Source: an optimization exercise on an open RTL-to-GDS flow (aim: small area). Production flows keep margins and buffers that such runs may drop.
The RTL was checked by simulation tests, not by an equivalence proof against the original design.
Power and IR drop assume default switching activity.

Setup of lane 1:
==> flow/design.v <==
`timescale 1ns/1ps
module spu_exec_top (
	input  logic         clk,
	input  logic         arst_n,
	input  logic         in_valid,
	input  logic [10:0]  opcode,
	input  logic [127:0] ra,
	input  logic [127:0] rb,
	input  logic [9:0]   imm,
	output logic         out_valid,
	output logic [127:0] result,
	output logic         illegal_op
);
	logic known, invb, en_p, en_c, en_g, kinv, is_ceq, is_cgt, is_clgt, is_clz;
	logic hw, use_imm;
	assign hw      = opcode[3];  
	assign use_imm = opcode[5];  
	assign invb = opcode[9] | (opcode[6] & ~opcode[7] & (opcode[5] | ~opcode[0]));
	always_comb begin
		{known, en_p, en_c, en_g, kinv, is_ceq, is_cgt, is_clgt, is_clz} = '0;
		casez (opcode)
			11'b00011001000, 11'b00011000000,
			11'b0001110????:                  {known, en_p, en_c} = 3'b111;               
			11'b00001001000, 11'b00001000000,
			11'b0000110????:                  {known, en_p, en_c, kinv} = 4'b1111;  
			11'b00011000001, 11'b0001010????: {known, en_g} = 2'b11;                      
			11'b01011000001:                  {known, en_g} = 2'b11;               
			11'b00001000001, 11'b0000010????: {known, en_p, en_g} = 3'b111;               
			11'b01011001001:                  {known, en_p, en_g} = 3'b111;        
			11'b01001000001, 11'b0100010????: {known, en_p, kinv} = 3'b111;                
			11'b00011001001:                  {known, en_g, kinv} = 3'b111;               
			11'b00001001001:                  {known, en_p, en_g, kinv} = 4'b1111;        
			11'b01111001000, 11'b01111000000,
			11'b0111110????:                  {known, is_ceq} = 2'b11;             
			11'b01001001000, 11'b01001000000,
			11'b0100110????:                  {known, is_cgt} = 2'b11;             
			11'b01011001000, 11'b01011000000,
			11'b0101110????:                  {known, is_clgt} = 2'b11;            
			11'b01010100101:                  {known, is_clz} = 2'b11;                    
			default: ;
		endcase
	end
	logic [31:0] immx;
	always_comb begin
		immx[9:0]   = imm;
		immx[15:10] = {6{imm[9]}};
		immx[25:16] = hw ? imm : {10{imm[9]}};
		immx[31:26] = {6{imm[9]}};
	end
	logic [127:0] bp, p, g, c;
	logic [31:0] zb;
	assign zb = (immx & {32{use_imm}}) ^ {32{invb}};
	for (genvar i = 0; i < 128; i++) begin : g_bit
		assign bp[i] = (rb[i] & ~use_imm) ^ zb[i % 32];
		assign p[i]  = ra[i] ^ bp[i];
		assign g[i]  = ra[i] & bp[i];
	end
	logic [15:0] pg [8];
	logic [15:0] pp [8];
	always_comb begin
		for (int h = 0; h < 8; h++) begin
			pg[h] = g[h*16 +: 16];
			pp[h] = p[h*16 +: 16];
			for (int l = 0; l < 4; l++) begin
				for (int i = 0; i < 16; i++) begin
					if (i & (1 << l)) begin
						pg[h][i] = pg[h][i] | (pp[h][i] & pg[h][((i >> l) << l) - 1]);
						pp[h][i] = pp[h][i] & pp[h][((i >> l) << l) - 1];
					end
				end
			end
		end
	end
	logic [7:0] cin_h;  
	for (genvar h = 0; h < 8; h++) begin : g_half
		if (h % 2 == 0) begin : g_lo
			assign cin_h[h] = 1'b0;
		end else begin : g_hi
			assign cin_h[h] = ~hw & pg[h-1][15];
		end
		assign c[h*16] = cin_h[h];
		for (genvar i = 1; i < 16; i++) begin : g_c
			assign c[h*16 + i] = pg[h][i-1] | (pp[h][i-1] & cin_h[h]);
		end
	end
	logic [7:0] cmp_h;  
	for (genvar w = 0; w < 4; w++) begin : g_cmp
		logic gtu_w, gts_w, eq_w, cmp_w;
		logic [1:0] gtu_hh, gts_hh, eq_hh;
		for (genvar s = 0; s < 2; s++) begin : g_hh
			assign gtu_hh[s] = pg[2*w+s][15];
			assign gts_hh[s] = ~(gtu_hh[s] ^ p[(2*w+s)*16 + 15]);
			assign eq_hh[s]  = pp[2*w+s][15];
		end
		assign gtu_w = pg[2*w+1][15] | (pp[2*w+1][15] & pg[2*w][15]);
		assign gts_w = ~(gtu_w ^ p[w*32 + 31]);
		assign eq_w  = eq_hh[1] & eq_hh[0];
		assign cmp_w = (is_ceq & eq_w) | (is_cgt & gts_w) | (is_clgt & gtu_w);
		for (genvar s = 0; s < 2; s++) begin : g_sel
			assign cmp_h[2*w+s] = hw ? ((is_ceq & eq_hh[s]) | (is_cgt & gts_hh[s]) | (is_clgt & gtu_hh[s]))
			                         : cmp_w;
		end
	end
	logic [5:0] clz [4];
	for (genvar w = 0; w < 4; w++) begin : g_clz
		logic [15:0] z1; logic [15:0] n1;
		logic [7:0]  z2; logic [1:0] n2 [8];
		logic [3:0]  z3; logic [2:0] n3 [4];
		logic [1:0]  z4; logic [3:0] n4 [2];
		logic        z5; logic [4:0] n5;
		logic [31:0] x;
		assign x = ra[w*32 +: 32];
		for (genvar k = 0; k < 16; k++) begin : g_l1
			assign z1[k] = ~(x[2*k+1] | x[2*k]);
			assign n1[k] = ~x[2*k+1];
		end
		for (genvar k = 0; k < 8; k++) begin : g_l2
			assign z2[k] = z1[2*k+1] & z1[2*k];
			assign n2[k] = z1[2*k+1] ? {1'b1, n1[2*k]} : {1'b0, n1[2*k+1]};
		end
		for (genvar k = 0; k < 4; k++) begin : g_l3
			assign z3[k] = z2[2*k+1] & z2[2*k];
			assign n3[k] = z2[2*k+1] ? {1'b1, n2[2*k]} : {1'b0, n2[2*k+1]};
		end
		for (genvar k = 0; k < 2; k++) begin : g_l4
			assign z4[k] = z3[2*k+1] & z3[2*k];
			assign n4[k] = z3[2*k+1] ? {1'b1, n3[2*k]} : {1'b0, n3[2*k+1]};
		end
		assign z5 = z4[1] & z4[0];
		assign n5 = z4[1] ? {1'b1, n4[0]} : {1'b0, n4[1]};
		assign clz[w] = z5 ? 6'd32 : {1'b0, n5};
	end
	logic [127:0] y;
	for (genvar i = 0; i < 128; i++) begin : g_y
		logic k;
		if (i % 32 < 6) begin : g_k_clz
			assign k = (known & kinv) | cmp_h[i / 16] | (is_clz & clz[i / 32][i % 32]);
		end else begin : g_k
			assign k = (known & kinv) | cmp_h[i / 16];
		end
		assign y[i] = (p[i] & en_p) ^ ((c[i] & en_c) | (g[i] & en_g)) ^ k;
	end
	logic         v1, il1;
	logic [127:0] r1;
	always_ff @(posedge clk or negedge arst_n) begin
		if (!arst_n) begin
			v1        <= 1'b0;
			out_valid <= 1'b0;
		end else begin
			v1        <= in_valid;
			out_valid <= v1;
		end
	end
	always_ff @(posedge clk) begin
		r1         <= y;
		il1        <= ~known;
		result     <= r1;
		illegal_op <= il1;
	end
endmodule
==> flow/config.mk <==
export PLATFORM = sky130hd
export DESIGN_NAME = spu_exec_top
export DESIGN_NICKNAME = spu_exec_top
export VERILOG_FILES = /design/flow/design.v
export SDC_FILE = /design/flow/constraint.sdc
export NUM_CORES = 4
export LEC_CHECK = 0
export CAP_MARGIN = 20
export CORE_MARGIN = 2
export CORE_UTILIZATION = 60
export PLACE_DENSITY = 0.7
export SETUP_SLACK_MARGIN = 0.05
export SLEW_MARGIN = 20
==> flow/constraint.sdc <==
create_clock -name core_clock -period 5.5 [get_ports {clk}]
set_input_delay 1.1000 -clock core_clock [delete_from_list [all_inputs] [get_ports {clk}]]
set_output_delay 1.1000 -clock core_clock [all_outputs]
set_load 0.01 [all_outputs]
standard.sh (not shown) runs the stock make flow with config.mk's settings and CLKGATE_MAP_FILE= SYNTH_SCRIPT=/design/flow/synth_recipe.tcl, a recipe that flattens the netlist after the stock synthesis.
==> flow/flow/run.sh <==
#!/bin/bash
# Own layout flow: the standard ORFS flow (standard.sh) with
#  - an area-oriented ABC mapping script in synthesis (registers untouched),
#  - plain buf_1 cells as the port buffers,
#  - no timing-driven global placement (it buffered on overflowed placements),
#  - small clock buffers without dummy loads in CTS,
# Each tool's full output goes to a log file in this folder.
set -euo pipefail
W=$(pwd)
F=$W/flow

# synthesis script: the standard flow's, with ABC given our script instead of ORFS's
python3 - "$W" "$F" <<'PY'
import sys, os
w, f = sys.argv[1], sys.argv[2]
home = os.environ['FLOW_HOME']
s = open(os.path.join(home, 'scripts', 'synth.tcl')).read()
old = "  log_cmd abc {*}$abc_args\n"
assert s.count(old) == 1
s = s.replace(old, "  set abc_args [lreplace $abc_args 1 1 %s/abc_area.script]\n" % f + old)
open(os.path.join(w, 'own_synth_body.tcl'), 'w').write(s)
b = open(os.path.join(w, 'synth_recipe.tcl')).read()
old = "source $::env(SCRIPTS_DIR)/synth.tcl"
assert b.count(old) == 1
b = b.replace(old, "source %s/own_synth_body.tcl" % w)
open(os.path.join(w, 'own_synth.tcl'), 'w').write(b)
PY
sed "s#SYNTH_SCRIPT=[^ ]*#SYNTH_SCRIPT=$W/own_synth.tcl#" standard.sh > own_standard.sh
grep -q "SYNTH_SCRIPT=$W/own_synth.tcl" own_standard.sh

export BUFFER_PORTS_ARGS="-buffer_cell sky130_fd_sc_hd__buf_1"
export GPL_TIMING_DRIVEN=0
export CTS_ARGS="-sink_clustering_enable -repair_clock_nets -dont_use_dummy_load -buf_list sky130_fd_sc_hd__clkbuf_4 -sink_clustering_size 10 -sink_clustering_max_diameter 50"
bash own_standard.sh > flow_make.log 2>&1
==> flow/flow/abc_area.script <==
&get -n
&st
&dch
&nf -a
&put
topo
stime -c
Input changes introduced in lane 2 (baseline for comparison: lane 1):
--- a/flow/design.v
+++ b/flow/design.v
@@ -12,25 +12,25 @@
 	output logic         illegal_op
 );
 	logic known, invb, en_p, en_c, en_g, kinv, is_ceq, is_cgt, is_clgt, is_clz;
 	logic hw, use_imm;
 	assign hw      = opcode[3];  
 	assign use_imm = opcode[5];  
-	assign invb = opcode[9] | (opcode[6] & ~opcode[7] & (opcode[5] | ~opcode[0]));
+	assign invb = opcode[6] & (opcode[7] ? opcode[9] : (opcode[5] | ~opcode[0]));
 	always_comb begin
 		{known, en_p, en_c, en_g, kinv, is_ceq, is_cgt, is_clgt, is_clz} = '0;
 		casez (opcode)
 			11'b00011001000, 11'b00011000000,
 			11'b0001110????:                  {known, en_p, en_c} = 3'b111;               
 			11'b00001001000, 11'b00001000000,
 			11'b0000110????:                  {known, en_p, en_c, kinv} = 4'b1111;  
 			11'b00011000001, 11'b0001010????: {known, en_g} = 2'b11;                      
 			11'b01011000001:                  {known, en_g} = 2'b11;               
 			11'b00001000001, 11'b0000010????: {known, en_p, en_g} = 3'b111;               
 			11'b01011001001:                  {known, en_p, en_g} = 3'b111;        
-			11'b01001000001, 11'b0100010????: {known, en_p, kinv} = 3'b111;                
+			11'b01001000001, 11'b0100010????: {known, en_p} = 2'b11;                      
 			11'b00011001001:                  {known, en_g, kinv} = 3'b111;               
 			11'b00001001001:                  {known, en_p, en_g, kinv} = 4'b1111;        
 			11'b01111001000, 11'b01111000000,
 			11'b0111110????:                  {known, is_ceq} = 2'b11;             
 			11'b01001001000, 11'b01001000000,
 			11'b0100110????:                  {known, is_cgt} = 2'b11;             
Notes after the runs:
Lane 2 has completed all stages; timing, DRC and antenna checks passed.
Compared with lane 1, lane 2 shows a higher data arrival time at the worst-slack endpoint.
Delta (lane 2 minus lane 1): adder and majority gate portion of the synthesized area has remained practically unchanged; sequential power held steady; number of instances in the synthesized netlist fell by 11; clock network fraction of total power dropped 0.2 points; layout-stage area growth over the synthesis result rose by 0.50 points.

-- static timing again, ports no longer ideal --
No port has a modelled driver above. Below, the same layouts with a new extraction and two added sets of constraints.
Step 1 (the two cells are an assumption about what drives the block):
set clk [get_ports {clk}]
set_driving_cell -lib_cell sky130_fd_sc_hd__clkbuf_16 $clk
set_driving_cell -lib_cell sky130_fd_sc_hd__buf_2 [delete_from_list [all_inputs] $clk]
Step 2, shift: input delay + t, output delay - t, t = (earliest + latest rising clock arrival at the registers) / 2. This alone moves slack from input paths to output paths.
Slacks: ideal / step 1 / step 2; pairs: ideal / step 1.
run | t, ns | setup WS [ns] | hold WS [ns]
lane 1 | 0.699 | 0.211 / 0.215 / -0.484 | 0.228 / 0.204 / 0.278
lane 2 | 0.693 | 0.183 / 0.181 / -0.511 | 0.203 / 0.180 / 0.278
With both steps, setup timing fails in lane 1 and lane 2, where it was met with ideal ports. For lane 1, which loses most, drivers alone change the setup slack by +0.004 ns; drivers and shift together by -0.695 ns.
